Background: an optimization exercise with open tools, aiming at small area, a short achievable clock period and few clock cycles per item. Do not read the settings as production practice.
Where RTL was checked, it was by simulation tests only, not by an equivalence proof against the original.
For runs 3 to 5, only the layout was checked, not whether the RTL still works.

==> design.v <==
`default_nettype none
package ugd_pkg;
    localparam int SAMPLE_W  = 32;
    localparam int FRAC_BITS = 16;
    localparam int TOL_W     = 16;
    localparam int ERR_W     = 2;
    localparam int STEP_W = SAMPLE_W + 1;           
    localparam int DEV_W  = SAMPLE_W + 2;           
    localparam int CMP_W  = SAMPLE_W + 3;           
    localparam int NUM_W  = SAMPLE_W + 3;           
    localparam int MAG_W  = SAMPLE_W + 2;           
    localparam int DVD_W  = MAG_W + FRAC_BITS;      
    localparam int Q_W    = SAMPLE_W + 1;           
    localparam int CNT_W  = $clog2(DVD_W + 1);
    localparam logic [Q_W-1:0] SAT_POS = {2'b00, {(SAMPLE_W-1){1'b1}}};
    localparam logic [Q_W-1:0] SAT_NEG = {2'b01, {(SAMPLE_W-1){1'b0}}};
    localparam logic [TOL_W-1:0] TOL_RESET = TOL_W'(1);
    typedef enum logic [ERR_W-1:0] {
        ERR_OK       = 2'd0,
        ERR_FEW      = 2'd1,
        ERR_ZERO     = 2'd2,
        ERR_NONUNI   = 2'd3
    } t_err;
endpackage
`default_nettype wire
`default_nettype none
import ugd_pkg::*;
module ugd_add #(parameter int N = 35)
(
    input  wire logic [N-1:0] a,
    input  wire logic [N-1:0] b,
    input  wire logic         ci,
    output logic      [N-1:0] s
);
    localparam int M = N + 1;                
    localparam int L = $clog2(M);
    logic [M-1:0] g [0:L];
    logic [M-1:0] p [0:L];
    logic [M-1:0] p0;
    always_comb begin
        g[0] = {a & b, ci};
        p[0] = {a ^ b, 1'b0};
        p0   = p[0];
        for (int l = 0; l < L; l++) begin
            for (int i = 0; i < M; i++) begin
                if ((i >> l) & 1) begin
                    g[l+1][i] = g[l][i] | (p[l][i] & g[l][((i >> l) << l) - 1]);
                    p[l+1][i] = p[l][i] & p[l][((i >> l) << l) - 1];
                end else begin
                    g[l+1][i] = g[l][i];
                    p[l+1][i] = p[l][i];
                end
            end
        end
        for (int i = 1; i < M; i++) begin
            s[i-1] = p0[i] ^ g[L][i-1];
        end
    end
endmodule
module uniform_grid_derivative
(
    input  wire logic                       i_clk,
    input  wire logic                       i_rst_n,
    input  wire logic                       i_cfg_wr_en,
    input  wire logic [ugd_pkg::TOL_W-1:0]           i_cfg_wr_data,
    input  wire logic                       i_in_valid,
    output logic                            o_in_ready,
    input  wire logic signed [ugd_pkg::SAMPLE_W-1:0] i_voltage_sample,
    input  wire logic signed [ugd_pkg::SAMPLE_W-1:0] i_current_sample,
    input  wire logic                       i_sequence_end,
    output logic                            o_out_valid,
    input  wire logic                       i_out_ready,
    output logic signed [ugd_pkg::SAMPLE_W-1:0]      o_derivative,
    output logic [ugd_pkg::ERR_W-1:0]                o_error_code,
    output logic                            o_run_last
);
    localparam int W = 35;
    localparam int S_A    = 0;    
    localparam int S_ACC0 = 1;    
    localparam int S_ACC1 = 2;    
    localparam int S_ACCN = 3;    
    localparam int S_B0   = 4;    
    localparam int S_B1   = 5;    
    localparam int S_B2   = 6;    
    localparam int S_B3   = 7;    
    localparam int S_F2   = 8;    
    localparam int S_F3   = 9;    
    localparam int S_D0V  = 10;   
    localparam int S_D0C  = 11;   
    localparam int S_D0   = 12;   
    localparam int S_DIV  = 13;   
    localparam int S_CVA  = 14;   
    localparam int S_CVB  = 15;   
    localparam int S_LCR  = 16;   
    localparam int S_LCE  = 17;   
    localparam int S_L1   = 18;   
    localparam int S_L2   = 19;   
    localparam int S_L3   = 20;   
    localparam int NS     = 21;
    typedef enum logic [2:0] {
        ACT_NONE  = 3'd0,
        ACT_CLEAR = 3'd1,    
        ACT_BREAK = 3'd2,    
        ACT_P0    = 3'd3,    
        ACT_P1    = 3'd4,    
        ACT_SHIFT = 3'd5,    
        ACT_ENDJ  = 3'd6     
    } t_act;
    logic [NS-1:0] r_st, n_st;
    t_act   r_act, n_act;
    logic   r_ready, n_ready;
    logic [TOL_W-1:0]   r_tol;
    logic signed [33:0] r_e, n_e;           
    logic signed [32:0] r_h, n_h;           
    logic [W-1:0]       r_t, n_t;           
    logic signed [31:0] r_i1, n_i1, r_i0, n_i0;
    logic [1:0]         r_pts, n_pts;
    logic               r_brk, n_brk;
    logic               r_pc, n_pc, r_pl, n_pl;
    logic signed [W-1:0] r_rem, n_rem;
    logic [31:0]         r_q, n_q;
    logic [3:0]          r_cnt, n_cnt;
    logic                r_sub, n_sub;
    logic                r_ex, n_ex, r_gneg, n_gneg, r_dn, n_dn, r_jlast, n_jlast;
    logic                r_conv, n_conv, r_sat, n_sat;
    logic                r_lead, n_lead;
    logic                r_out_valid, n_out_valid;
    logic [1:0]          r_out_err, n_out_err;
    logic                r_out_last, n_out_last;
    logic signed [W-1:0] pa_x, pa_y, pa, pa_top;
    localparam int K_XV = 0;
    localparam int K_XC = 1;
    localparam int K_XI0 = 2;
    localparam int K_XR = 3;
    localparam int K_XR2 = 4;
    localparam int K_XE = 5;
    localparam int K_YE = 6;
    localparam int K_YH = 7;
    localparam int K_YI0 = 8;
    localparam int K_YI1 = 9;
    localparam int K_Y4R = 10;
    localparam int K_Y4RN = 18;
    localparam int K_INV = 11;
    localparam int K_RPA = 12;
    localparam int K_RTOP = 13;
    localparam int K_RT2 = 14;
    localparam int K_QLD = 15;
    localparam int K_QSH = 16;
    localparam int K_EWR = 17;
    localparam int NK = 19;
    logic [NK-1:0] r_sel, n_sel;
    logic xv, xc, xi0, xr, xr2, xe, ye, yh, yi0, yi1, y4r, y4rn, pa_inv;
    function automatic logic [NK-1:0] sel_of(input logic [NS-1:0] st);
        sel_of = '0;
        sel_of[K_XV]  = st[S_A] | st[S_ACC0] | st[S_ACC1] | st[S_D0V];
        sel_of[K_XC]  = st[S_B3] | st[S_F2] | st[S_CVA] | st[S_D0C];
        sel_of[K_XI0] = st[S_B2];
        sel_of[K_XR]  = st[S_F3] | st[S_L3] | st[S_LCR];
        sel_of[K_XR2] = st[S_B1];
        sel_of[K_XE]  = st[S_LCE] | st[S_L1] | st[S_L2];
        sel_of[K_YE]  = st[S_A];
        sel_of[K_YH]  = st[S_ACC1] | st[S_D0V];
        sel_of[K_YI0] = st[S_B3] | st[S_F3] | st[S_CVA] | st[S_LCE] | st[S_L3];
        sel_of[K_YI1] = st[S_B2] | st[S_L1];
        sel_of[K_Y4R] = st[S_F2] | st[S_B1];
        sel_of[K_Y4RN] = st[S_L2];
        sel_of[K_INV] = st[S_A] | st[S_B2] | st[S_B3] | st[S_F3] | st[S_CVA] | st[S_LCE]
              | st[S_L1] | st[S_L2] | st[S_L3];
        sel_of[K_RPA]  = st[S_A] | st[S_B2] | st[S_F2] | st[S_CVA] | st[S_L1] | st[S_L2];
        sel_of[K_RTOP] = st[S_B3] | st[S_F3] | st[S_LCR] | st[S_LCE] | st[S_L3];
        sel_of[K_RT2]  = st[S_D0V] | st[S_D0C] | st[S_D0] | st[S_DIV];
        sel_of[K_QLD]  = st[S_B3] | st[S_F3] | st[S_LCR] | st[S_LCE] | st[S_L3];
        sel_of[K_QSH]  = st[S_D0V] | st[S_D0C] | st[S_D0] | st[S_DIV];
        sel_of[K_EWR]  = st[S_ACC0] | st[S_ACC1] | st[S_D0V] | st[S_D0C];
    endfunction
    always_comb begin
        xv  = r_sel[K_XV];
        xc  = r_sel[K_XC];
        xi0 = r_sel[K_XI0];
        xr  = r_sel[K_XR];
        xr2 = r_sel[K_XR2];
        xe  = r_sel[K_XE];
        ye  = r_sel[K_YE];
        yh  = r_sel[K_YH];
        yi0 = r_sel[K_YI0];
        yi1 = r_sel[K_YI1];
        y4r = r_sel[K_Y4R];
        y4rn = r_sel[K_Y4RN];
        pa_inv = r_sel[K_INV];
        pa_x = ({W{xv}}  & W'(i_voltage_sample))
             | ({W{xc}}  & W'(i_current_sample))
             | ({W{xi0}} & W'(r_i0))
             | ({W{xr}}  & r_rem)
             | ({W{xr2}} & (r_rem <<< 1))
             | ({W{xe}}  & W'(r_e));
        pa_y = ({W{ye}}   & ~(W'(r_e)))
             | ({W{yh}}   & W'(r_h))
             | ({W{yi0}}  & ~(W'(r_i0)))
             | ({W{yi1}}  & ~(W'(r_i1)))
             | ({W{y4r}}  & (r_rem <<< 2))
             | ({W{y4rn}} & ~(r_rem <<< 2));
    end
    ugd_add #(.N(W)) u_pa (.a(pa_x), .b(pa_y), .ci(pa_inv), .s(pa));
    assign pa_top = W'(signed'(pa[W-1:16]));
    logic [W-1:0] dvs, dx, d3x, t1, ta, tb, t2;
    logic         sub2, qb1, qb2, rem_zero, t_zero;
    assign dvs  = W'(signed'({r_h, 1'b0}));
    assign dx   = dvs ^ {W{r_sub}};
    assign d3x  = r_t ^ {W{r_sub}};
    ugd_add #(.N(W)) u_t1 (.a({r_rem[W-2:0], r_q[31]}),          .b(dx),  .ci(r_sub), .s(t1));
    ugd_add #(.N(W)) u_ta (.a({r_rem[W-3:0], r_q[31], r_q[30]}), .b(dx),  .ci(r_sub), .s(ta));
    ugd_add #(.N(W)) u_tb (.a({r_rem[W-3:0], r_q[31], r_q[30]}), .b(d3x), .ci(r_sub), .s(tb));
    assign sub2 = (t1[W-1] == r_h[32]);
    assign t2   = (sub2 == r_sub) ? tb : ta;
    assign qb1  = ~(t1[W-1] ^ r_dn);
    assign qb2  = ~(t2[W-1] ^ r_dn);
    assign rem_zero = (r_rem == '0);
    logic [W-1:0] dvm, dsm, skmask, base;
    logic [9:0]   nz, nsm;
    logic [35:0]  dvp;
    logic         skip_ok;
    assign dvm  = dvs ^ {W{r_h[32]}};
    assign dvp  = {1'b0, dvm};
    always_comb begin
        for (int k = 0; k < 9; k++) nz[k] = |dvp[4*k +: 4];
        nz[9] = 1'b0;
        nsm = nz;
        for (int k = 1; k < 16; k = k * 2) nsm = nsm | (nsm >> k);
        for (int i = 0; i < W; i++) dsm[i] = nsm[i / 4 + 1];
    end
    assign skmask  = ~(dsm >> 10);           
    assign skip_ok = r_lead && dsm[10] && (((r_rem ^ {W{r_rem[W-1]}}) & skmask) == '0);
    assign base    = {r_rem[W-9:0], r_q[31:24]};
    assign t_zero   = (t1 == '0);
    logic        exact, qneg, corr;
    logic [32:0] r33;
    logic [31:0] res;
    assign exact = r_ex || rem_zero;
    assign qneg  = r_gneg ^ r_dn;
    assign corr  = r_dn ^ (r_gneg & ~exact);
    assign r33   = {r_q[31], r_q} + 33'(corr);
    always_comb begin
        if (r_sat)                   res = qneg ? 32'h8000_0000 : 32'h7fff_ffff;
        else if (r33[32] != r33[31]) res = 32'h7fff_ffff;
        else                         res = r33[31:0];
    end
    logic        hi_same, too_far, out_free;
    logic [15:0] dmag;
    assign hi_same  = (r_rem[W-1:16] == '0) || (r_rem[W-1:16] == '1);
    assign dmag     = r_rem[15:0] ^ {16{r_rem[W-1]}};
    assign too_far  = !hi_same || (r_rem[W-1] ? (dmag >= r_tol) : (dmag > r_tol));
    assign out_free = !r_out_valid || i_out_ready;
    logic d0, dlast, dexit, sat0, load, emit, skip;
    logic [1:0] emit_code;
    logic load_sig;
    always_comb begin
        n_st        = '0;
        n_act       = r_act;
        n_ready     = 1'b0;
        n_e         = r_e;
        n_h         = r_h;
        n_t         = r_t;
        n_i1        = r_i1;
        n_i0        = r_i0;
        n_pts       = r_pts;
        n_brk       = r_brk;
        n_pc        = r_pc;
        n_pl        = r_pl;
        n_rem       = r_rem;
        n_q         = r_q;
        n_cnt       = r_cnt;
        n_sub       = r_sub;
        n_ex        = r_ex;
        n_gneg      = r_gneg;
        n_dn        = r_dn;
        n_jlast     = r_jlast;
        n_conv      = 1'b0;
        n_sat       = r_sat;
        n_lead      = r_lead;
        n_out_valid = r_out_valid && !i_out_ready;
        n_out_err   = r_out_err;
        n_out_last  = r_out_last;
        emit        = 1'b0;
        emit_code   = 2'd0;
        load        = 1'b0;
        load_sig    = 1'b0;
        if (r_ready) begin
            case (r_act)
                ACT_CLEAR, ACT_ENDJ: begin n_pts = 2'd0; n_brk = 1'b0; end
                ACT_BREAK: n_brk = 1'b1;
                ACT_P0: begin n_i1 = i_current_sample; n_pts = 2'd1; end
                ACT_P1: begin n_i0 = r_i1; n_i1 = i_current_sample; n_pts = 2'd2; end
                ACT_SHIFT: begin n_i0 = r_i1; n_i1 = i_current_sample; n_pts = 2'd3; end
                default: ;
            endcase
        end
        if (r_sel[K_EWR]) begin
            n_e = pa[33:0];
        end
        if (r_st[S_A]) begin                                 
            if (r_pts == 2'd1) n_h = pa[32:0];
            if (!i_in_valid) begin
                n_st[S_A] = 1'b1;
            end else if (r_brk) begin
                n_act = i_sequence_end ? ACT_CLEAR : ACT_NONE;
                n_ready = 1'b1; n_st[S_ACCN] = 1'b1;
            end else begin
                case (r_pts)
                    2'd0: begin
                        if (i_sequence_end) n_st[S_B0] = 1'b1;
                        else begin
                            n_act = ACT_P0; n_ready = 1'b1; n_st[S_ACC0] = 1'b1;
                        end
                    end
                    2'd1: n_st[S_B1] = 1'b1;
                    2'd2: n_st[S_B2] = 1'b1;
                    default: n_st[S_B3] = 1'b1;
                endcase
            end
        end
        if (r_st[S_ACC0] | r_st[S_ACC1] | r_st[S_ACCN]) n_st[S_A] = 1'b1;
        if (r_st[S_B0]) begin
            if (out_free) begin
                emit = 1'b1; emit_code = ERR_FEW;
                n_act = ACT_CLEAR; n_ready = 1'b1; n_st[S_ACCN] = 1'b1;
            end else n_st[S_A] = 1'b1;
        end
        if (r_st[S_B1]) begin
            n_t = pa;                                        
            if (i_sequence_end || rem_zero) begin
                if (out_free) begin
                    emit = 1'b1; emit_code = i_sequence_end ? ERR_FEW : ERR_ZERO;
                    n_act = i_sequence_end ? ACT_CLEAR : ACT_BREAK;
                    n_ready = 1'b1; n_st[S_ACCN] = 1'b1;
                end else n_st[S_A] = 1'b1;
            end else begin
                n_act = ACT_P1; n_ready = 1'b1; n_st[S_ACC1] = 1'b1;
            end
        end
        if (r_st[S_B2] | r_st[S_B3]) begin
            n_pc = r_st[S_B2];
            n_pl = i_sequence_end;
            if (too_far) begin
                if (out_free) begin
                    emit = 1'b1; emit_code = ERR_NONUNI;
                    n_act = i_sequence_end ? ACT_CLEAR : ACT_BREAK;
                    n_ready = 1'b1; n_st[S_ACCN] = 1'b1;
                end else n_st[S_A] = 1'b1;
            end else if (r_st[S_B2]) begin
                n_st[S_F2] = 1'b1;                           
            end else if (out_free) begin
                n_act = i_sequence_end ? ACT_ENDJ : ACT_SHIFT;
                n_ready = 1'b1;
                if (i_sequence_end) n_st[S_D0C] = 1'b1; else n_st[S_D0V] = 1'b1;
            end else n_st[S_A] = 1'b1;
        end
        if (r_st[S_B3]) begin
            n_gneg = pa[W-1];
            n_dn   = r_h[32];
            n_ex   = 1'b0;
            n_cnt  = 4'd0;
            n_jlast = 1'b0;
        end
        if (r_st[S_F2]) begin                                
            n_st[S_F3] = 1'b1;
        end
        if (r_st[S_F3]) begin
            if (out_free) begin
                load = 1'b1; load_sig = 1'b1;                
                if (r_pl) begin
                    n_act = ACT_ENDJ; n_ready = 1'b1; n_st[S_D0C] = 1'b1;
                end else n_st[S_D0V] = 1'b1;
            end else n_st[S_F3] = 1'b1;
        end
        if (r_st[S_CVA]) begin                               
            n_act = ACT_SHIFT; n_ready = 1'b1;
            n_st[S_LCR] = 1'b1;
        end
        if (r_st[S_CVB]) n_st[S_LCE] = 1'b1;
        if (r_st[S_LCR] | r_st[S_LCE]) begin
            if (out_free) begin
                load = 1'b1; n_pc = 1'b0; n_st[S_D0] = 1'b1;
            end else begin
                if (r_st[S_LCR]) n_st[S_LCR] = 1'b1; else n_st[S_LCE] = 1'b1;
            end
        end
        if (r_st[S_L1]) begin                                
            n_st[S_L2] = 1'b1;
        end
        if (r_st[S_L2]) begin                                
            n_st[S_L3] = 1'b1;
        end
        if (r_st[S_L3]) begin
            if (out_free) begin
                load = 1'b1; load_sig = 1'b1;                
                n_pl = 1'b0; n_st[S_D0] = 1'b1;
            end else n_st[S_L3] = 1'b1;
        end
        if (load || r_st[S_B3]) n_lead = 1'b1;
        if (load) begin
            n_gneg  = pa[W-1];
            n_dn    = r_h[32] ^ load_sig;
            n_ex    = 1'b0;
            n_cnt   = 4'd0;
            n_jlast = r_st[S_L3];
        end
        d0    = r_st[S_D0V] | r_st[S_D0C] | r_st[S_D0];
        skip  = r_sel[K_RT2] && skip_ok;
        sat0  = qb1 ^ r_gneg ^ r_dn;                         
        dlast = skip ? (r_cnt >= 4'd12) : (r_st[S_DIV] && r_cnt == 4'd15);
        dexit = dlast || (d0 && sat0 && !skip);
        if (d0 | r_st[S_DIV]) begin
            if (skip) n_ex = (r_ex || rem_zero) && (r_q[31:24] == 8'd0);
            else      n_ex = (((r_ex || rem_zero) && !r_q[31]) || t_zero) && !r_q[30];
            n_cnt  = r_cnt + (skip ? 4'd4 : 4'd1);
            n_lead = skip;
            if (d0) n_sat = sat0 && !skip;
            if (dexit) begin
                n_conv = 1'b1;
                case ({r_pc, r_pl})
                    2'b11:   n_st[S_CVB] = 1'b1;
                    2'b10:   n_st[S_CVA] = 1'b1;
                    2'b01:   n_st[S_L1]  = 1'b1;
                    default: n_st[S_A]   = 1'b1;
                endcase
            end else begin
                n_st[S_DIV] = 1'b1;
            end
        end
        if (r_sel[K_RPA])                          n_rem = pa;
        else if (r_sel[K_RTOP] && (out_free || r_st[S_B3])) n_rem = pa_top;
        else if (skip)                          n_rem = base;
        else if (r_sel[K_RT2])                     n_rem = t2;
        if (r_conv)                             n_q = res;
        else if (skip)                          n_q = {r_q[23:0], {8{qneg}}};
        else if (r_sel[K_QSH])                     n_q = {r_q[29:0], qb1, qb2};
        else if (out_free && (r_sel[K_QLD] || emit))
            n_q = {pa[15:0], 16'd0} & {32{r_sel[K_QLD] && !(r_st[S_B3] && too_far)}};
        n_sel = sel_of(n_st);
        n_sub = (r_sel[K_RTOP] ? pa[W-1] : skip ? base[W-1] : t2[W-1]) == r_h[32];
        if (emit) begin
            n_out_valid = 1'b1;
            n_out_err   = emit_code;
            n_out_last  = 1'b1;
        end
        if (r_conv) begin
            n_out_valid = 1'b1;
            n_out_err   = ERR_OK;
            n_out_last  = r_jlast;
        end
    end
    always_ff @(posedge i_clk) begin
        if (!i_rst_n) begin
            r_st        <= NS'(1) << S_A;
            r_sel       <= sel_of(NS'(1) << S_A);
            r_ready     <= 1'b0;
            r_tol       <= TOL_RESET;
            r_pts       <= 2'd0;
            r_brk       <= 1'b0;
            r_pc        <= 1'b0;
            r_pl        <= 1'b0;
            r_conv      <= 1'b0;
            r_out_valid <= 1'b0;
        end else begin
            r_st        <= n_st;
            r_sel       <= n_sel;
            r_ready     <= n_ready;
            if (i_cfg_wr_en) begin
                r_tol <= i_cfg_wr_data;
            end
            r_pts       <= n_pts;
            r_brk       <= n_brk;
            r_pc        <= n_pc;
            r_pl        <= n_pl;
            r_conv      <= n_conv;
            r_out_valid <= n_out_valid;
        end
    end
    always_ff @(posedge i_clk) begin
        r_act      <= n_act;
        r_e        <= n_e;
        r_h        <= n_h;
        r_t        <= n_t;
        r_i1       <= n_i1;
        r_i0       <= n_i0;
        r_rem      <= n_rem;
        r_q        <= n_q;
        r_cnt      <= n_cnt;
        r_sub      <= n_sub;
        r_ex       <= n_ex;
        r_gneg     <= n_gneg;
        r_dn       <= n_dn;
        r_jlast    <= n_jlast;
        r_sat      <= n_sat;
        r_lead     <= n_lead;
        r_out_err  <= n_out_err;
        r_out_last <= n_out_last;
    end
    assign o_in_ready   = r_ready;
    assign o_out_valid  = r_out_valid;
    assign o_derivative = r_q;
    assign o_error_code = r_out_err;
    assign o_run_last   = r_out_last;
endmodule
`default_nettype wire
==> run.sh <==
#!/bin/bash
# synth_recipe.tcl (not shown) runs the flow's synth.tcl, then flattens the netlist and writes it again
# the make line also repeats each setting of config.mk as NAME=value (left out here)
make -C /OpenROAD-flow-scripts/flow DESIGN_CONFIG=/design/flow/config.mk WORK_HOME=/design/flow/orfs CLKGATE_MAP_FILE= SYNTH_SCRIPT=/design/flow/synth_recipe.tcl finish
==> config.mk <==
export PLATFORM = sky130hd
export DESIGN_NAME = uniform_grid_derivative
export DESIGN_NICKNAME = uniform_grid_derivative
export VERILOG_FILES = /design/flow/design.v
export SDC_FILE = /design/flow/constraint.sdc
export NUM_CORES = 4
export LEC_CHECK = 0
export CAP_MARGIN = 20
export CORE_MARGIN = 2
export CORE_UTILIZATION = 60
export SETUP_SLACK_MARGIN = 2.5
export SLEW_MARGIN = 20
export SYNTH_HIERARCHICAL = 1
==> constraint.sdc <==
create_clock -name core_clock -period 7.0 [get_ports {i_clk}]
set_input_delay 1.4000 -clock core_clock [delete_from_list [all_inputs] [get_ports {i_clk}]]
set_output_delay 1.4000 -clock core_clock [all_outputs]
set_load 0.01 [all_outputs]
==> results of run 1 <==
[layout make-up]
type	instances	area share
clock buffer	43	0.0349
multi-input combinational	1848	0.518
timing repair inverter	1	0.000230
clock inverter	18	0.00617
inverter	131	0.0184
antenna	3	0.000276
tap	511	0.0235
sequential	308	0.317
timing repair buffer	232	0.0818
[what timing repair did]
| action | 4_1_cts | 5_1_grt |
|---|---|---|
| pin swaps | 28 | 63 |
| hold endpoints to repair | 0 | 0 |
| endpoints found under the setup margin | 140 | 123 |
| gates resized for setup | 74 | 97 |
| gates cloned | 3 | 1 |
| setup buffers | 31 | 27 |
[worst max-delay path, delay by kind of cell (launching register included)]
kind | cells | cell delay [ns]
flops | 1 | 0.43
fa+ha+maj | 2 | 0.55
compound gates | 3 | 0.25
xor+xnor | 2 | 0.27
simple gates | 11 | 2.81
[state kept, by name (all words and copies together) (netlist names), 18 cells and up]
name,cells
r_i1,32
r_rem,35
r_e,34
r_st,18
r_i0,32
r_t,35
r_h,33
r_q,32
[kinds of logic after synthesis]
family,Yosys count,share of synthesized area
fa+ha+maj,178,0.105
mux,74,0.0330
buf+inv,262,0.0471
simple gates,673,0.146
xor+xnor,218,0.0831
flops,308,0.375
compound gates,703,0.211
[path summary, 6_finish.rpt]
kind	from	end	slack, ns	depth (start not counted)
setup / recovery	r_rem[19]$_DFFE_PP_	r_q[17]$_DFFE_PP_	2.40	18
hold / removal	r_i1[7]$_DFFE_PP_	r_i0[7]$_DFFE_PP_	0.45	0
setup reg to reg	r_rem[19]$_DFFE_PP_	r_q[17]$_DFFE_PP_	2.40	18
hold reg to reg	r_i1[7]$_DFFE_PP_	r_i0[7]$_DFFE_PP_	0.45	0
[metal layers]
metal  vias to the layer above  track usage  wire length [um]
met5                         -       0.0166                82
met1                     10115        0.537             31200
li1                       9283            -                 -
met4                         2        0.239              5500
met2                      1489        0.624             36300
met3                       336        0.106             10500
[per-stage QoR]
step / setup slack (ns) / hold WS, ns
after floorplan: 2.51 / 0.421
after global placement: 1.50 / 0.425
after detailed placement: 1.42 / 0.430
after CTS: 2.42 / 0.449
after global routing: 2.32 / 0.463
final: 2.40 / 0.447
[cell usage in the layout, fill, tap and decap left out, types with 21 or more instances in the layout]
cell type / instances
o211ai_1: 32
buf_4: 94
fa_1: 22
or3_1: 27
nand3_1: 64
xor2_1: 122
clkdlybuf4s50_1: 114
a21oi_1: 111
o21ai_0: 104
a211oi_1: 27
mux2i_1: 60
nand4_1: 28
clkbuf_16: 37
ha_1: 143
a22oi_1: 109
nand2b_1: 31
o21ai_1: 26
nor3_1: 42
nand2_1: 190
dfxtp_1: 61
nor2b_1: 27
a21o_1: 21
o22ai_1: 42
and2_1: 33
inv_1: 126
xnor2_1: 80
edfxtp_1: 244
and3_1: 30
nor2_1: 130
==> run_results.csv, run 1 <==
group,metric,value,unit
yosys,synthFlopType,"edfxtp_1",
timing,rsz0062_at_grt,"yes",
routing,firstDrtPassIters,7,
placed_design,place_area,0.0247,mm2
floorplanning,num_io_pins,123,
worst_setup_path,critPathLaunchType,"flip-flop",
clock_network,cts_made_buffers,35,
clock_network,cts_root_buffer,"clkbuf_16",
yosys,synth_area,0.0230,mm2
placed_design,gp_congestion,0.993,
clock_network,ctsHoldBuffers,0,
global_routing,grt_first_pass_wirelength,123000,um
yosys,synth_nets,2680,
yosys,syn_inst,2416,
clock_network,clk_path_buf_depth,3,
yosys,ys_ff_latch,308,
finish,instances_no_fill,3095,
timing,maxSlewViolCount,0,
placed_design,hpwl,58500,um
worst_setup_path,critical_path_arrival,4.86,ns
yosys,synth.yosys.warnings,10,
worst_setup_path,crit_chain,"or4_4 -> or4b_4 -> nor4b_4 -> nor2_2 -> nand2_2 -> xnor2_2 -> ha_2 -> and3_4 -> nand4_1 -> nor3_2 -> nand2_2 -> nor3_4 -> xnor2_2 -> ha_4 -> nor2_4 -> a21oi_2 -> o31ai_1 -> a31oi_1",
finish,num-nets-final,2821,
worst_setup_path,critPathKind,"flip-flop to flip-flop",
timing,timing.final.crit_share,0.658,
yosys,synthArstFlopShare,0,
finish,fin_area,0.0272,mm2
floorplanning,core_area,0.0377,mm2
finish,layout-drive-gt1-share,0.134,
yosys,synth.area.top_cells,"edfxtp_1, ha_1, dfxtp_1, xor2_1, a22oi_1",
yosys,synth_edf_count,244,
worst_setup_path,critPathSlowestCell,"or4_4",
timing,fin_crit,4.60,ns
routing,ant_nets,0,
timing,tightest_slew,1.19,ns
clock_network,clk_pin_slew,0.07,ns
floorplanning,dieArea,0.0399,mm2
timing,finalSetupTns,0,ns
finish,regArea,0.00861,mm2
routing,drc,0,
yosys,yosysMostFrequentCell,"edfxtp_1",
timing,setup_violations,0,
yosys,yosys-top-cells-count,"edfxtp_1, nand2_1, ha_1",
worst_setup_path,cp.required,7.26,ns
yosys,synthDistinctLibCells,81,
timing,hold_viol,0,
worst_hold_path,hold_path.class,"flip-flop to flip-flop",
global_routing,first_global_vias,20457,
clock_network,cts_tree,"done",
clock_network,worstSkewPairLatency,0.54,ns
finish,multiInputGateArea,0.0141,mm2
routing,wirelength,83500,um
finish,final_util,0.722,
timing,skew,0.0166,ns
routing,drt_iter0_drc,2753,
timing,max_clock_freq,217,MHz
global_routing,overflow,0,
outcome,status,"timing/DRC/antenna clean",
routing,avgViaCountPerCell,6.86,
yosys,synth.avg_cell_area,9.51,um2
clock_network,cts.sinks,308,
worst_setup_path,critical_path.max_fanout,8,
worst_setup_path,cpPeakStageDelay,0.56,ns
yosys,yosysSeqAreaShare,0.375,
floorplanning,fp.dieH,200,um
placed_design,dp_cells,2969,
global_routing,grt_max_degree,67,
placed_design,io_buffers,122,
floorplanning,die_x,200,um
finish,area_growth,18.4,%
global_routing,grt_usage,0.413,
clock_network,cts.htree.levels,2,
yosys,yosysTopAreaCellShare,0.319,
yosys,synth_top_cell_by_area,"edfxtp_1",
timing,slew_headroom,0.202,
floorplanning,num_rows,71,
floorplanning,initial_core_util,0.610,
finish,fillCellCount,2887,
global_routing,antenna_found_initial,1,
routing,wl_per_cell,27.0,um
routing,vias,21225,
run,max_cap_viol_count,0,
worst_setup_path,end_kind,"flip-flop",
Testbench counts, summed over its fixed seeds: cycles 41,124, items 3,235.
==> run 2, diff against run 1 <==
--- a/config.mk
+++ b/config.mk
@@ -8,5 +8,5 @@
 export CAP_MARGIN = 20
 export CORE_MARGIN = 2
-export CORE_UTILIZATION = 60
+export CORE_UTILIZATION = 65
 export SETUP_SLACK_MARGIN = 2.5
 export SLEW_MARGIN = 20
==> run_results.csv, run 2 <==
group,metric,value,unit
run,max_cap_viol_count,0,
yosys,ys_ff_latch,308,
timing,hold_viol,0,
yosys,synth.yosys.warnings,10,
worst_setup_path,r2r_slack,2.29,ns
timing,skew,0.0235,ns
floorplanning,num_io_pins,123,
yosys,yosysSeqAreaShare,0.375,
routing,wl_met3,11700,um
floorplanning,fp.dieH,192,um
floorplanning,num_rows,68,
yosys,synthFlopType,"edfxtp_1",
timing,timing.final.crit_share,0.673,
routing,ant_nets,0,
worst_hold_path,min_from,"r_i1[19]$_DFFE_PP_",
global_routing,grt_max_degree,65,
clock_network,clk_pin_slew,0.07,ns
yosys,synthDistinctLibCells,81,
placed_design,io_buffers,122,
yosys,synth_nets,2680,
floorplanning,core_area,0.0346,mm2
yosys,synth_area,0.0230,mm2
global_routing,antenna_found_initial,0,
clock_network,clk_path_buf_depth,3,
placed_design,gp_congestion,0.991,
finish,final_cell_mix,"edfxtp_1, nand2_1, ha_1, nor2_1, inv_1",
finish,regArea,0.00862,mm2
timing,maxSlewViolCount,0,
worst_setup_path,critical_path.max_fanout,7,
finish,multiInputGateArea,0.0140,mm2
worst_setup_path,critPathLaunchType,"flip-flop",
finish,layout-drive-gt1-share,0.132,
routing,drt_iter0_drc,3100,
clock_network,cts.sinks,308,
worst_setup_path,critPathKind,"flip-flop to flip-flop",
worst_setup_path,cp.required,7.22,ns
timing,finalSetupTns,0,ns
yosys,yosysMostFrequentCell,"edfxtp_1",
finish,area_growth,17.9,%
finish,final_common_cell,"edfxtp_1",
worst_setup_path,reg2reg_from,"r_rem[18]$_DFFE_PP_",
timing,max_clock_freq,212,MHz
clock_network,worstSkewPairLatency,0.54,ns
timing,setup_violations,0,
worst_setup_path,end_kind,"flip-flop",
clock_network,ctsHoldBuffers,0,
clock_network,cts_root_buffer,"clkbuf_16",
timing,fin_crit,4.71,ns
floorplanning,die_x,192,um
routing,top_layer,"met4",
floorplanning,initial_core_util,0.663,
routing,wl_per_cell,27.2,um
timing,tightest_slew,1.22,ns
global_routing,first_global_vias,20551,
floorplanning,dieArea,0.0368,mm2
worst_setup_path,critical_path_arrival,4.93,ns
placed_design,hpwl,57100,um
routing,wirelength,82400,um
placed_design,dp_cells,2906,
yosys,yosysTopAreaCellShare,0.319,
finish,final_util,0.782,
routing,firstDrtPassIters,8,
yosys,synth.area.top_cells,"edfxtp_1, ha_1, dfxtp_1, xor2_1, a22oi_1",
clock_network,cts_made_buffers,34,
clock_network,cts_tree,"done",
routing,wl_met1,29200,um
clock_network,cts.htree.levels,2,
worst_setup_path,r2r_cells,18,
worst_hold_path,hold_depth,0,
timing,rsz0062_at_grt,"yes",
global_routing,grt_usage,0.435,
timing,slew_headroom,0.179,
worst_setup_path,reg2reg_to,"r_q[1]$_DFFE_PP_",
yosys,synth.avg_cell_area,9.51,um2
finish,top_regs,"r_rem: 35 flops, r_t: 35 flops, r_e: 34 flops",
worst_hold_path,min_to,"r_i0[19]$_DFFE_PP_",
finish,instances_no_fill,3034,
global_routing,grt_first_pass_wirelength,121000,um
finish,num-nets-final,2816,
routing,wl_met2,35700,um
routing,avgViaCountPerCell,7.12,
yosys,syn_inst,2416,
yosys,synth_top_cell_by_area,"edfxtp_1",
finish,fillCellCount,2250,
routing,vias,21608,
routing,drc,0,
yosys,yosys-top-cells-count,"edfxtp_1, nand2_1, ha_1",
worst_hold_path,hold_path.class,"flip-flop to flip-flop",
yosys,synth_edf_count,244,
yosys,synthArstFlopShare,0,
outcome,status,"timing/DRC/antenna clean",
global_routing,overflow,0,
## run 2: cell types whose count changed in the layout (fill, tap and decap cells not counted), sizes merged, moves of 2 or more
cell / previous run / this run
buf: 110 / 107
clkbuf: 43 / 47
clkdlybuf4s50: 114 / 116
diode: 3 / 1
dlymetal6s2s: 8 / 6
inv: 133 / 129
## run 2: metrics by stage
| stage | cell area, um2 | setup slack [ns] | hold WS [ns] |
|---|---|---|---|
| finish | 27100 | 2.29 | 0.441 |
| global route | 27100 | 2.18 | 0.467 |
| CTS | 26200 | 2.51 | 0.449 |
| detailed placement | 24600 | 1.48 | 0.435 |
| global placement | 24600 | 1.65 | 0.433 |
| floorplan | 23000 | 2.51 | 0.421 |
## run 2: area by class of cell
type | instances | area share
timing repair buffer | 229 | 0.0803
clock buffer | 47 | 0.0390
inverter | 131 | 0.0184
sequential | 308 | 0.318
tap | 455 | 0.0210
clock inverter | 15 | 0.00619
antenna | 1 | 0.0000924
multi-input combinational | 1848 | 0.517
## run 2: how the worst max path moves through the flow
stage | start | end | slack (ns) | depth (start not counted)
floorplan | r_rem[18]$_DFFE_PP_ | r_q[22]$_DFFE_PP_ | 2.51 | 19
global placement | i_voltage_sample[8] | r_rem[30]$_DFFE_PP_ | 1.65 | 13
detailed placement | r_rem[18]$_DFFE_PP_ | r_q[30]$_DFFE_PP_ | 1.48 | 18
CTS | r_rem[20]$_DFFE_PP_ | r_q[11]$_DFFE_PP_ | 2.51 | 19
global route | r_rem[21]$_DFFE_PP_ | r_q[1]$_DFFE_PP_ | 2.18 | 19
finish | r_rem[18]$_DFFE_PP_ | r_q[1]$_DFFE_PP_ | 2.29 | 18
## run 2: kinds of logic after synthesis
group           synth area share
buf+inv                   0.0471
simple gates               0.146
flops                      0.375
fa+ha+maj                  0.105
mux                       0.0330
compound gates             0.211
xor+xnor                  0.0831
## run 2: worst max-delay path, stage by stage, from the launching register on
cell and delay (ns):
edfxtp_1 0.45, or4_4 0.57, or4b_4 0.55, nor4b_4 0.21
buf_4 0.19, nor2_2 0.05, nand2_1 0.07, xnor2_1 0.14
ha_2 0.21, and3_4 0.18, nand4_1 0.14, nor3_2 0.29
nand2_2 0.12, nor3_4 0.23, xnor2_2 0.16, ha_4 0.29
buf_4 0.17, o21ai_1 0.24, a22oi_2 0.12
## run 2: repair_timing
action,CTS,global route
resized for setup,41,118
buffers inserted,24,38
pin swaps,14,65
gates cloned,1,1
endpoints found under the setup margin,113,93
## run 2: layer usage
metal / track usage / vias to the layer above
met4: 0.252 / 0
met3: 0.118 / 433
li1: - / 9273
met1: 0.560 / 10110
met2: 0.660 / 1792
met5: 0 / -
==> run 3, diff against run 2 <==
--- a/design.v
+++ b/design.v
@@ -113,5 +113,4 @@
     logic signed [33:0] r_e, n_e;           
     logic signed [32:0] r_h, n_h;           
-    logic [W-1:0]       r_t, n_t;           
     logic signed [31:0] r_i1, n_i1, r_i0, n_i0;
     logic [1:0]         r_pts, n_pts;
@@ -133,22 +132,21 @@
     localparam int K_XI0 = 2;
     localparam int K_XR = 3;
-    localparam int K_XR2 = 4;
-    localparam int K_XE = 5;
-    localparam int K_YE = 6;
-    localparam int K_YH = 7;
-    localparam int K_YI0 = 8;
-    localparam int K_YI1 = 9;
-    localparam int K_Y4R = 10;
-    localparam int K_Y4RN = 18;
-    localparam int K_INV = 11;
-    localparam int K_RPA = 12;
-    localparam int K_RTOP = 13;
-    localparam int K_RT2 = 14;
-    localparam int K_QLD = 15;
-    localparam int K_QSH = 16;
-    localparam int K_EWR = 17;
-    localparam int NK = 19;
+    localparam int K_XE = 4;
+    localparam int K_YE = 5;
+    localparam int K_YH = 6;
+    localparam int K_YI0 = 7;
+    localparam int K_YI1 = 8;
+    localparam int K_Y4R = 9;
+    localparam int K_INV = 10;
+    localparam int K_RPA = 11;
+    localparam int K_RTOP = 12;
+    localparam int K_RT2 = 13;
+    localparam int K_QLD = 14;
+    localparam int K_QSH = 15;
+    localparam int K_EWR = 16;
+    localparam int K_Y4RN = 17;
+    localparam int NK = 18;
     logic [NK-1:0] r_sel, n_sel;
-    logic xv, xc, xi0, xr, xr2, xe, ye, yh, yi0, yi1, y4r, y4rn, pa_inv;
+    logic xv, xc, xi0, xr, xe, ye, yh, yi0, yi1, y4r, y4rn, pa_inv;
     function automatic logic [NK-1:0] sel_of(input logic [NS-1:0] st);
         sel_of = '0;
@@ -157,5 +155,4 @@
         sel_of[K_XI0] = st[S_B2];
         sel_of[K_XR]  = st[S_F3] | st[S_L3] | st[S_LCR];
-        sel_of[K_XR2] = st[S_B1];
         sel_of[K_XE]  = st[S_LCE] | st[S_L1] | st[S_L2];
         sel_of[K_YE]  = st[S_A];
@@ -163,5 +160,5 @@
         sel_of[K_YI0] = st[S_B3] | st[S_F3] | st[S_CVA] | st[S_LCE] | st[S_L3];
         sel_of[K_YI1] = st[S_B2] | st[S_L1];
-        sel_of[K_Y4R] = st[S_F2] | st[S_B1];
+        sel_of[K_Y4R] = st[S_F2];
         sel_of[K_Y4RN] = st[S_L2];
         sel_of[K_INV] = st[S_A] | st[S_B2] | st[S_B3] | st[S_F3] | st[S_CVA] | st[S_LCE]
@@ -179,5 +176,4 @@
         xi0 = r_sel[K_XI0];
         xr  = r_sel[K_XR];
-        xr2 = r_sel[K_XR2];
         xe  = r_sel[K_XE];
         ye  = r_sel[K_YE];
@@ -192,5 +188,4 @@
              | ({W{xi0}} & W'(r_i0))
              | ({W{xr}}  & r_rem)
-             | ({W{xr2}} & (r_rem <<< 1))
              | ({W{xe}}  & W'(r_e));
         pa_y = ({W{ye}}   & ~(W'(r_e)))
@@ -203,12 +198,21 @@
     ugd_add #(.N(W)) u_pa (.a(pa_x), .b(pa_y), .ci(pa_inv), .s(pa));
     assign pa_top = W'(signed'(pa[W-1:16]));
-    logic [W-1:0] dvs, dx, d3x, t1, ta, tb, t2;
+    logic [W-1:0] dvs, dx, d2x, cs_s, cs_c, t1, ta, tb, t2;
+    logic [W-1:0] base2;
     logic         sub2, qb1, qb2, rem_zero, t_zero;
+    assign base2 = {r_rem[W-3:0], r_q[31], r_q[30]};
     assign dvs  = W'(signed'({r_h, 1'b0}));
     assign dx   = dvs ^ {W{r_sub}};
-    assign d3x  = r_t ^ {W{r_sub}};
+    assign d2x  = (dvs << 1) ^ {W{r_sub}};
+    always_comb begin
+        for (int i = 0; i < W; i++) begin
+            cs_s[i] = base2[i] ^ dx[i] ^ d2x[i];
+            if (i > 0) cs_c[i] = (base2[i-1] & dx[i-1]) | (base2[i-1] & d2x[i-1]) | (dx[i-1] & d2x[i-1]);
+        end
+        cs_c[0] = r_sub;
+    end
     ugd_add #(.N(W)) u_t1 (.a({r_rem[W-2:0], r_q[31]}),          .b(dx),  .ci(r_sub), .s(t1));
-    ugd_add #(.N(W)) u_ta (.a({r_rem[W-3:0], r_q[31], r_q[30]}), .b(dx),  .ci(r_sub), .s(ta));
-    ugd_add #(.N(W)) u_tb (.a({r_rem[W-3:0], r_q[31], r_q[30]}), .b(d3x), .ci(r_sub), .s(tb));
+    ugd_add #(.N(W)) u_ta (.a(base2), .b(dx),  .ci(r_sub), .s(ta));
+    ugd_add #(.N(W)) u_tb (.a(cs_s), .b(cs_c), .ci(r_sub), .s(tb));
     assign sub2 = (t1[W-1] == r_h[32]);
     assign t2   = (sub2 == r_sub) ? tb : ta;
@@ -260,5 +264,4 @@
         n_e         = r_e;
         n_h         = r_h;
-        n_t         = r_t;
         n_i1        = r_i1;
         n_i0        = r_i0;
@@ -327,5 +330,4 @@
         end
         if (r_st[S_B1]) begin
-            n_t = pa;                                        
             if (i_sequence_end || rem_zero) begin
                 if (out_free) begin
@@ -481,5 +483,4 @@
         r_e        <= n_e;
         r_h        <= n_h;
-        r_t        <= n_t;
         r_i1       <= n_i1;
         r_i0       <= n_i0;
--- a/config.mk
+++ b/config.mk
@@ -8,5 +8,5 @@
 export CAP_MARGIN = 20
 export CORE_MARGIN = 2
-export CORE_UTILIZATION = 65
+export CORE_UTILIZATION = 60
 export SETUP_SLACK_MARGIN = 2.5
 export SLEW_MARGIN = 20
==> run_results.csv, run 3 <==
group,metric,value,unit
outcome,status,"timing/DRC/antenna clean",
clock_network,cts_tree,"done",
yosys,synthFlopType,"edfxtp_1",
global_routing,grtUsageMet1,0.515,
yosys,synth.avg_cell_area,9.33,um2
timing,slew_headroom,0.193,
finish,largest_reg_flops,35,
worst_setup_path,critPathKind,"flip-flop to flip-flop",
global_routing,overflow,0,
yosys,yosysSeqAreaShare,0.339,
yosys,muxShareOfSynthArea,0.0271,
clock_network,cts_made_buffers,34,
clock_network,clk_pin_slew,0.06,ns
worst_hold_path,hold_path.class,"flip-flop to flip-flop",
floorplanning,die_x,197,um
yosys,synth_xor_area_frac,0.0727,
worst_hold_path,hold_depth,0,
yosys,synthArstFlopShare,0,
routing,vias,20805,
yosys,synth_simple_gate_area_frac,0.153,
timing,maxSlewViolCount,0,
global_routing,grt_usage,0.389,
yosys,synth_top_family_by_area,"compound AO/OA/AOI/OAI gates",
floorplanning,initial_core_util,0.608,
timing,hold_ws,0.446,ns
routing,drc,0,
timing,timing.final.crit_share,0.648,
timing,finalSetupTns,0,ns
yosys,synthAdderAreaFrac,0.138,
global_routing,first_global_vias,19902,
floorplanning,fp.dieH,197,um
finish,final_util,0.746,
yosys,yosysTopAreaCellShare,0.282,
routing,wirelength,78200,um
routing,wl_per_cell,25.6,um
worst_setup_path,crit_chain,"buf_4 -> a222oi_1 -> nand2_1 -> ha_2 -> a21o_1 -> a211oi_1 -> o21ai_0 -> o2bb2ai_2 -> a21o_4 -> a311oi_2 -> a311oi_4 -> a31oi_2 -> buf_6 -> and3_4 -> a221oi_1",
run,max_cap_viol_count,0,
yosys,synth_top_cell_by_area,"edfxtp_1",
worst_setup_path,r2r_cells,15,
finish,final_common_cell,"nand2_1",
global_routing,antenna_found_initial,2,
placed_design,dp_cells,2906,
worst_setup_path,cp.required,7.27,ns
worst_setup_path,critical_path.max_fanout,21,
floorplanning,num_io_pins,123,
timing,setup_violations,0,
routing,ant_nets,0,
timing,max_clock_freq,221,MHz
routing,drt_iter0_drc,2449,
yosys,ys_ff_latch,272,
global_routing,grt_first_pass_wirelength,116000,um
placed_design,gp_congestion,0.975,
clock_network,worstSkewPairLatency,0.56,ns
yosys,synth.area.top_cells,"edfxtp_1, ha_1, dfxtp_1, fa_1, nand2_1",
global_routing,use_met3,0.0797,
finish,largest_register,"r_rem",
routing,firstDrtPassIters,10,
worst_setup_path,critical_path_arrival,4.80,ns
timing,skew,0.0258,ns
worst_setup_path,cp.depth,15,
global_routing,met2_usage,0.621,
placed_design,hpwl,54300,um
routing,avgViaCountPerCell,6.80,
finish,final_cell_mix,"nand2_1, edfxtp_1, nor2_1, inv_1",
finish,instances_no_fill,3060,
yosys,synthDistinctLibCells,86,
worst_setup_path,critPathSlowestCell,"dfxtp_1",
worst_setup_path,path_delay_family,"compound AO/OA/AOI/OAI gates",
yosys,synth_edf_count,209,
clock_network,cts_root_buffer,"clkbuf_16",
yosys,yosysMostFrequentCell,"nand2_1",
timing,rsz0062_at_grt,"yes",
finish,num-nets-final,2867,
timing,hold_viol,0,
worst_setup_path,path_buf_inv,2,
finish,fin_area,0.0273,mm2
clock_network,cts.sinks,272,
placed_design,io_buffers,122,
yosys,synth.yosys.warnings,10,
finish,layout-drive-gt1-share,0.160,
clock_network,cts.htree.levels,2,
clock_network,clk_path_buf_depth,3,
yosys,synth_area,0.0223,mm2
finish,area_growth,22.7,%
finish,top_regs,"r_rem: 35 flops, r_e: 34 flops, r_h: 33 flops",
yosys,syn_inst,2385,
yosys,yosys-top-cells-count,"nand2_1, edfxtp_1, nor2_1",
timing,fin_crit,4.53,ns
floorplanning,core_area,0.0366,mm2
global_routing,busiest_layer,"met2",
floorplanning,num_rows,70,
worst_setup_path,end_kind,"flip-flop",
global_routing,grt_max_degree,58,
worst_setup_path,critPathLaunchType,"flip-flop",
placed_design,place_area,0.0240,mm2
worst_setup_path,cpPeakStageDelay,1.08,ns
yosys,synth_compound_area_frac,0.222,
floorplanning,dieArea,0.0387,mm2
yosys,synth_nets,2682,
timing,tightest_slew,1.20,ns
run 3: metrics by stage:
stage,setup slack (ns)
4_1_cts,2.50
3_3_place_gp,1.42
5_1_grt,2.44
2_1_floorplan,2.49
6_report,2.47
3_5_place_dp,1.27
run 3: cell type report:
cell class              count  area (um2)
clock inverters            17         199
inverters                 150         577
clock buffers              39         891
fillers                  2661        9300
diodes                      2        5.00
flip-flops and latches    272        7550
repair inverters            1        7.51
multi-input cells        1842       14900
well taps                 468         586
repair buffers            269        2570
run 3: cells by family after synthesis:
family / Yosys count
xor+xnor: 184
mux: 60
fa+ha+maj: 211
compound gates: 683
flops: 272
simple gates: 704
buf+inv: 271
run 3: worst paths after layout:
check | from | endpoint | slack (ns)
worst min-delay path | r_i1[9]$_DFFE_PP_ | r_i0[9]$_DFFE_PP_ | 0.45
worst max register to register | r_sel[4]$_SDFF_PN0_ | r_rem[27]$_DFFE_PP_ | 2.47
worst min register to register | r_i1[9]$_DFFE_PP_ | r_i0[9]$_DFFE_PP_ | 0.45
worst max-delay path | r_sel[4]$_SDFF_PN0_ | r_rem[27]$_DFFE_PP_ | 2.47
run 3: per-layer routing:
metal	share of wire	vias to the layer above
met1	0.39	10057
met4	0.051	0
met5	0	-
met2	0.45	1271
li1	-	9216
met3	0.11	261
run 3: what timing repair did:
item / in CTS / in global routing
setup buffers: 39 / 51
hold buffers: 0 / 0
setup endpoints to repair: 96 / 63
gates cloned: 0 / 5
pin swaps: 47 / 79
gates resized for setup: 104 / 131
==> run 4, diff against run 3 <==
--- a/design.v
+++ b/design.v
@@ -216,5 +216,7 @@
     ugd_add #(.N(W)) u_tb (.a(cs_s), .b(cs_c), .ci(r_sub), .s(tb));
     assign sub2 = (t1[W-1] == r_h[32]);
-    assign t2   = (sub2 == r_sub) ? tb : ta;
+    logic t2b;                               
+    assign t2b  = (sub2 == r_sub);
+    assign t2   = t2b ? tb : ta;
     assign qb1  = ~(t1[W-1] ^ r_dn);
     assign qb2  = ~(t2[W-1] ^ r_dn);
@@ -256,4 +258,5 @@
     assign out_free = !r_out_valid || i_out_ready;
     logic d0, dlast, dexit, sat0, load, emit, skip;
+    logic rs_t2, rs_base, rs_pa, rs_top, qs_sh, qs_sk, qs_cv, qs_ld;
     logic [1:0] emit_code;
     logic load_sig;
@@ -430,15 +433,20 @@
             end
         end
-        if (r_sel[K_RPA])                          n_rem = pa;
-        else if (r_sel[K_RTOP] && (out_free || r_st[S_B3])) n_rem = pa_top;
-        else if (skip)                          n_rem = base;
-        else if (r_sel[K_RT2])                     n_rem = t2;
-        if (r_conv)                             n_q = res;
-        else if (skip)                          n_q = {r_q[23:0], {8{qneg}}};
-        else if (r_sel[K_QSH])                     n_q = {r_q[29:0], qb1, qb2};
-        else if (out_free && (r_sel[K_QLD] || emit))
-            n_q = {pa[15:0], 16'd0} & {32{r_sel[K_QLD] && !(r_st[S_B3] && too_far)}};
+        rs_t2   = r_sel[K_RT2] && !skip;
+        rs_base = skip;
+        rs_pa   = r_sel[K_RPA];
+        rs_top  = r_sel[K_RTOP] && (out_free || r_st[S_B3]);
+        if (rs_t2 || rs_base || rs_pa || rs_top)
+            n_rem = ({W{rs_t2 && t2b}} & tb) | ({W{rs_t2 && !t2b}} & ta)
+                  | ({W{rs_base}} & base) | ({W{rs_pa}} & pa) | ({W{rs_top}} & pa_top);
+        qs_sh   = r_sel[K_QSH] && !skip;
+        qs_sk   = skip;
+        qs_cv   = r_conv;
+        qs_ld   = out_free && r_sel[K_QLD] && !(r_st[S_B3] && too_far);
+        if (qs_sh || qs_sk || qs_cv || qs_ld || (out_free && emit))
+            n_q = ({32{qs_sh}} & {r_q[29:0], qb1, qb2}) | ({32{qs_sk}} & {r_q[23:0], {8{qneg}}})
+                | ({32{qs_cv}} & res) | ({32{qs_ld}} & {pa[15:0], 16'd0});
         n_sel = sel_of(n_st);
-        n_sub = (r_sel[K_RTOP] ? pa[W-1] : skip ? base[W-1] : t2[W-1]) == r_h[32];
+        n_sub = ((rs_t2 & t2[W-1]) | (skip & base[W-1]) | (r_sel[K_RTOP] & pa[W-1])) == r_h[32];
         if (emit) begin
             n_out_valid = 1'b1;
==> run_results.csv, run 4 <==
group,metric,value,unit
timing,timing.final.crit_share,0.658,
clock_network,cts_tree,"done",
yosys,synth_top_cell_by_area,"edfxtp_1",
finish,instances_no_fill,2948,
yosys,yosysSeqAreaShare,0.350,
clock_network,cts_made_buffers,34,
clock_network,worstSkewPairLatency,0.54,ns
placed_design,dp_cells,2772,
global_routing,grt_first_pass_wirelength,116000,um
yosys,synth_edf_count,209,
yosys,synth.area.top_cells,"edfxtp_1, ha_1, dfxtp_1, fa_1, xor2_1",
timing,maxSlewViolCount,0,
yosys,syn_inst,2258,
routing,avgViaCountPerCell,6.88,
finish,final_common_cell,"nand2_1",
finish,layout-drive-gt1-share,0.179,
worst_setup_path,end_kind,"flip-flop",
yosys,synthDistinctLibCells,80,
worst_hold_path,hold_path.class,"flip-flop to flip-flop",
global_routing,first_global_vias,19941,
placed_design,dp_slack,1.12,ns
routing,drc,0,
floorplanning,fp.dieH,194,um
yosys,synth_area,0.0216,mm2
clock_network,cts.htree.levels,2,
clock_network,cts_root_buffer,"clkbuf_16",
routing,ant_nets,0,
finish,final_cell_mix,"nand2_1, edfxtp_1, nor2_1, inv_1, buf_4",
yosys,ys_ff_latch,272,
yosys,synthFlopType,"edfxtp_1",
routing,drt_iter0_drc,2212,
floorplanning,core_area,0.0355,mm2
yosys,synth_nets,2555,
yosys,yosysTopAreaCellShare,0.291,
global_routing,grt_usage,0.401,
timing,slew_headroom,0.105,
placed_design,hpwl,53800,um
worst_setup_path,critical_path.max_fanout,8,
floorplanning,num_io_pins,123,
finish,num-nets-final,2758,
outcome,status,"timing/DRC/antenna clean",
yosys,yosysMostFrequentCell,"nand2_1",
worst_setup_path,critPathKind,"flip-flop to flip-flop",
global_routing,grt_max_degree,41,
routing,wl_per_cell,26.8,um
worst_setup_path,cpPeakStageDelay,0.63,ns
floorplanning,dieArea,0.0375,mm2
floorplanning,die_x,194,um
timing,rsz0062_at_grt,"yes",
clock_network,cts.sinks,272,
timing,fin_ws,2.39,ns
finish,largest_reg_flops,35,
timing,skew,0.0139,ns
floorplanning,initial_core_util,0.607,
clock_network,clk_path_buf_depth,3,
timing,max_clock_freq,217,MHz
routing,firstDrtPassIters,7,
floorplanning,num_rows,69,
yosys,synth.yosys.warnings,10,
finish,multiInputGateArea,0.0146,mm2
yosys,synth.avg_cell_area,9.55,um2
placed_design,gp_congestion,0.968,
finish,regArea,0.00755,mm2
finish,area_growth,25.1,%
timing,fin_crit,4.61,ns
finish,diodes,0,
worst_setup_path,crit_chain,"nor4_1 -> nand3_1 -> nor3b_4 -> nor2_2 -> nand2_2 -> xnor2_2 -> ha_2 -> nand2_2 -> nor4_4 -> or4b_4 -> nor3_4 -> xnor2_2 -> ha_4 -> nor2_4 -> clkbuf_16 -> a21oi_1 -> a221o_1",
yosys,synthArstFlopShare,0,
timing,setup_violations,0,
clock_network,ctsHoldBuffers,0,
timing,hold_viol,0,
finish,fillCellCount,2423,
global_routing,antenna_found_initial,2,
finish,largest_register,"r_rem",
routing,wirelength,78900,um
routing,vias,20295,
timing,tightest_slew,1.34,ns
worst_setup_path,cp.required,7.28,ns
timing,finalSetupTns,0,ns
worst_setup_path,critical_path_arrival,4.89,ns
worst_setup_path,critPathSlowestCell,"edfxtp_1",
global_routing,overflow,0,
yosys,yosys-top-cells-count,"nand2_1, edfxtp_1, nor2_1",
run,max_cap_viol_count,0,
finish,top_regs,"r_rem: 35 flops, r_e: 34 flops, r_h: 33 flops",
clock_network,clk_pin_slew,0.06,ns
placed_design,io_buffers,122,
worst_setup_path,critPathLaunchType,"flip-flop",
## run 4: cell count changes in the layout (fill, tap and decap cells not counted), moves of 9 or more
cell | previous run | this run
a221oi_2 | 10 | 0
o21ai_0 | 101 | 79
clkdlybuf4s50_1 | 105 | 89
a221o_1 | 11 | 58
nor2_1 | 171 | 148
ha_4 | 21 | 32
a21oi_1 | 115 | 94
inv_1 | 145 | 127
a22oi_1 | 46 | 37
a311oi_1 | 13 | 3
a21oi_2 | 11 | 30
## run 4: final cells by class
class,instances,share of cell area
repair inverters,1,0.000278
well taps,461,0.0214
clock inverters,20,0.00947
multi-input cells,1752,0.541
repair buffers,269,0.0937
inverters,131,0.0187
clock buffers,42,0.0350
flip-flops and latches,272,0.280
## run 4: metal layers
layer,vias to the layer above,part of all wire,GRT usage,wire length (um)
met5,-,0.00014,0,11
met4,2,0.078,0.251,6140
met3,375,0.10,0.0856,8260
met2,1342,0.46,0.657,36300
met1,9732,0.36,0.482,28200
li1,8844,-,-,-
## run 4: what timing repair did
action / 4_1_cts / 5_1_grt
pin swaps: 80 / 110
buffers inserted: 53 / 55
gates resized for setup: 113 / 179
setup endpoints to repair: 87 / 82
gates cloned: 3 / 3
## run 4: worst paths after layout
path	start	endpoint	slack, ns	depth (start not counted)
hold / removal	r_i1[4]$_DFFE_PP_	r_i0[4]$_DFFE_PP_	0.44	0
setup / recovery	r_rem[28]$_DFFE_PP_	r_q[30]$_DFFE_PP_	2.39	17
setup reg to reg	r_rem[28]$_DFFE_PP_	r_q[30]$_DFFE_PP_	2.39	17
hold reg to reg	r_i1[4]$_DFFE_PP_	r_i0[4]$_DFFE_PP_	0.44	0
## run 4: cell families (layout without fill, tap and decap cells)
family          count (synthesis)  in the layout  synth area share
fa+ha+maj                     211            211             0.142
buf+inv                       237            463            0.0448
mux                            49             49            0.0235
xor+xnor                      186            186            0.0756
flops                         272            272             0.350
simple gates                  661            664             0.146
compound gates                642            642             0.218
## run 4: stage by stage
stage               utilization  instance area [um2]  hold WS [ns]
floorplan                     -                21700         0.421
global placement          0.656                23300         0.425
detailed placement        0.656                23300         0.434
CTS                       0.721                25600         0.442
global route              0.760                27000         0.463
finish                    0.760                27000         0.442
## run 4: critical path: cells and delay by family, from the launching register on
family                   cells  cell delay, ns
flip-flops                   1            0.63
adder cells (fa/ha/maj)      2            0.50
buffers and inverters        1            0.19
AND/OR/NAND/NOR             10            2.40
AO/OA/AOI/OAI                2            0.37
XOR/XNOR                     2            0.27
==> run 5, diff against run 4 <==
--- a/config.mk
+++ b/config.mk
@@ -9,4 +9,5 @@
 export CORE_MARGIN = 2
 export CORE_UTILIZATION = 60
+export PLACE_DENSITY = 0.75
 export SETUP_SLACK_MARGIN = 2.5
 export SLEW_MARGIN = 20
==> run_results.csv, run 5 <==
group,metric,value,unit
outcome,status,"timing/DRC/antenna clean",
yosys,synth_top_cell_by_area,"edfxtp_1",
routing,avgViaCountPerCell,6.91,
global_routing,first_global_vias,20139,
finish,final_cell_mix,"nand2_1, edfxtp_1, nor2_1, ha_1, inv_1",
clock_network,cts.htree.levels,1,
yosys,synth_simple_gate_area_frac,0.146,
clock_network,cts_made_buffers,30,
finish,final_common_cell,"nand2_1",
yosys,muxShareOfSynthArea,0.0235,
yosys,synth_compound_area_frac,0.218,
global_routing,grt_max_degree,41,
finish,layout-drive-gt1-share,0.162,
timing,finalSetupTns,0,ns
yosys,synth_top_family_by_area,"compound AO/OA/AOI/OAI gates",
finish,instances_no_fill,2937,
floorplanning,dieArea,0.0375,mm2
run,max_cap_viol_count,0,
yosys,synthArstFlopShare,0,
timing,rsz0062_at_grt,"yes",
finish,final_util,0.750,
clock_network,clk_path_buf_depth,3,
timing,hold_viol,0,
global_routing,grt_usage,0.400,
yosys,syn_inst,2258,
finish,largest_reg_flops,35,
routing,drt_iter0_drc,2535,
clock_network,worstSkewPairLatency,0.60,ns
worst_setup_path,critical_path_arrival,4.98,ns
floorplanning,core_area,0.0355,mm2
timing,setup_violations,0,
global_routing,overflow,0,
finish,area_growth,23.4,%
floorplanning,initial_core_util,0.607,
clock_network,cts_tree,"done",
routing,wl_per_cell,26.7,um
routing,firstDrtPassIters,9,
finish,largest_register,"r_rem",
yosys,synth_edf_count,209,
yosys,yosysTopAreaCellShare,0.291,
worst_hold_path,hold_path.class,"flip-flop to flip-flop",
floorplanning,num_rows,69,
yosys,synthDistinctLibCells,80,
placed_design,io_buffers,122,
finish,fillCellCount,2512,
worst_setup_path,critical_path.max_fanout,4,
floorplanning,die_x,194,um
placed_design,place_area,0.0233,mm2
yosys,synth_nets,2555,
yosys,synth.area.top_cells,"edfxtp_1, ha_1, dfxtp_1, fa_1, xor2_1",
yosys,yosysMostFrequentCell,"nand2_1",
clock_network,ctsHoldBuffers,0,
placed_design,dp_cells,2769,
yosys,synth.yosys.warnings,10,
timing,maxSlewViolCount,0,
worst_setup_path,cp.required,7.32,ns
clock_network,cts.sinks,272,
clock_network,cts_root_buffer,"clkbuf_16",
yosys,synthAdderAreaFrac,0.142,
routing,ant_nets,0,
finish,num-nets-final,2747,
floorplanning,fp.dieH,194,um
worst_setup_path,r2r_cells,19,
routing,drc,0,
finish,fin_area,0.0266,mm2
yosys,synthFlopType,"edfxtp_1",
timing,tightest_slew,1.24,ns
yosys,yosys-top-cells-count,"nand2_1, edfxtp_1, nor2_1",
routing,vias,20280,
global_routing,antenna_found_initial,1,
yosys,yosysSeqAreaShare,0.350,
routing,wirelength,78300,um
worst_setup_path,critPathKind,"flip-flop to flip-flop",
timing,max_clock_freq,215,MHz
worst_setup_path,r2r_slack,2.34,ns
global_routing,grt_first_pass_wirelength,117000,um
timing,slew_headroom,0.175,
worst_setup_path,end_kind,"flip-flop",
finish,top_regs,"r_rem: 35 flops, r_e: 34 flops, r_h: 33 flops",
timing,skew,0.0190,ns
timing,timing.final.crit_share,0.665,
worst_hold_path,hold_depth,0,
yosys,synth.avg_cell_area,9.55,um2
clock_network,clk_pin_slew,0.06,ns
placed_design,gp_congestion,0.966,
floorplanning,num_io_pins,123,
placed_design,hpwl,53600,um
timing,fin_crit,4.66,ns
yosys,ys_ff_latch,272,
yosys,synth_area,0.0216,mm2
worst_setup_path,critPathLaunchType,"flip-flop",
yosys,synth_xor_area_frac,0.0756,
## run 5: final timing paths
kind / from / end
setup / recovery: r_rem[6]$_DFFE_PP_ / r_q[28]$_DFFE_PP_
hold / removal: r_i1[4]$_DFFE_PP_ / r_i0[4]$_DFFE_PP_
setup reg to reg: r_rem[6]$_DFFE_PP_ / r_q[28]$_DFFE_PP_
hold reg to reg: r_i1[4]$_DFFE_PP_ / r_i0[4]$_DFFE_PP_
## run 5: logic make-up after synthesis
kind of cell	Yosys count
buffers and inverters	237
and+or+nand+nor	661
AOI/OAI and AO/OA	642
muxes	49
adders and majority gates	211
xor gates and xnor gates	186
DFF	272
## run 5: layer usage
metal	share of wire	track usage	wire length [um]
met1	0.35	0.487	27800
met2	0.47	0.657	36700
met3	0.11	0.0732	8240
met4	0.071	0.254	5590
met5	0	0	0
## run 5: worst max-delay path, stage by stage (launching register included)
cell,delay [ns]
edfxtp_1,0.43
or4_4,0.59
nor4_4,0.29
nor3b_4,0.37
nor2_2,0.10
nand2_1,0.10
xnor2_1,0.14
ha_2,0.28
nand2_2,0.09
nor4_4,0.20
or4b_4,0.53
nor3_4,0.16
xnor2_2,0.16
ha_4,0.26
nor2_4,0.15
buf_4,0.15
buf_6,0.09
a21oi_2,0.04
a21oi_1,0.17
o21ai_1,0.08
## run 5: layout make-up
cell class / count / area [um2] / share of cell area
Antenna cell: 2 / 5.00 / 0.000188
Clock buffer: 38 / 843 / 0.0317
Multi-Input combinational cell: 1752 / 14400 / 0.540
Sequential cell: 272 / 7550 / 0.284
Inverter: 131 / 505 / 0.0190
Timing Repair Buffer: 263 / 2530 / 0.0952
Clock inverter: 18 / 211 / 0.00795
Tap cell: 461 / 577 / 0.0217
## run 5: what timing repair did
item,4_1_cts,5_1_grt
setup endpoints to repair,107,115
gates cloned,4,2
setup buffers,45,59
hold endpoints to repair,0,0
gates resized for setup,80,140
pin swaps,47,100
## run 5: per-stage QoR
stage,hold slack [ns],setup WS [ns]
floorplan,0.421,2.40
finish,0.448,2.34
CTS,0.447,2.46
global placement,0.431,1.36
global route,0.458,2.24
detailed placement,0.432,1.14

re-timing with driven ports:
Ports are ideal in the flow. The routed layouts listed here were re-timed in OpenROAD.
Step 1: set_driving_cell puts a clkbuf_16 on i_clk and a buf_2 on each other input, an assumption about the parent block.
Step 2 times the ports against the registers' clock, not the clock port: input delays grow and output delays shrink by t, the midpoint of the rising clock arrivals with the driver on.
Slacks: ideal ports / drivers / drivers and shift; pairs: ideal ports / drivers.
run | t, ns | setup WS [ns] | worst hold slack (ns) | pins driven straight from the clock port
run 1 | 0.593 | 2.396 / 2.396 / 1.923 | 0.447 / 0.447 / 0.447 | 1
run 2 | 0.585 | 2.290 / 2.290 / 1.836 | 0.441 / 0.441 / 0.441 | 1
run 3 | 0.610 | 2.466 / 2.466 / 1.910 | 0.446 / 0.446 / 0.446 | 1
run 4 | 0.587 | 2.391 / 2.391 / 1.927 | 0.442 / 0.442 / 0.442 | 1
run 5 | 0.643 | 2.343 / 2.343 / 1.902 | 0.448 / 0.448 / 0.448 | 1
After both steps every run listed still meets setup and hold. For run 3, which loses most, drivers alone change the setup slack by 0.000 ns; drivers and shift together by -0.556 ns.
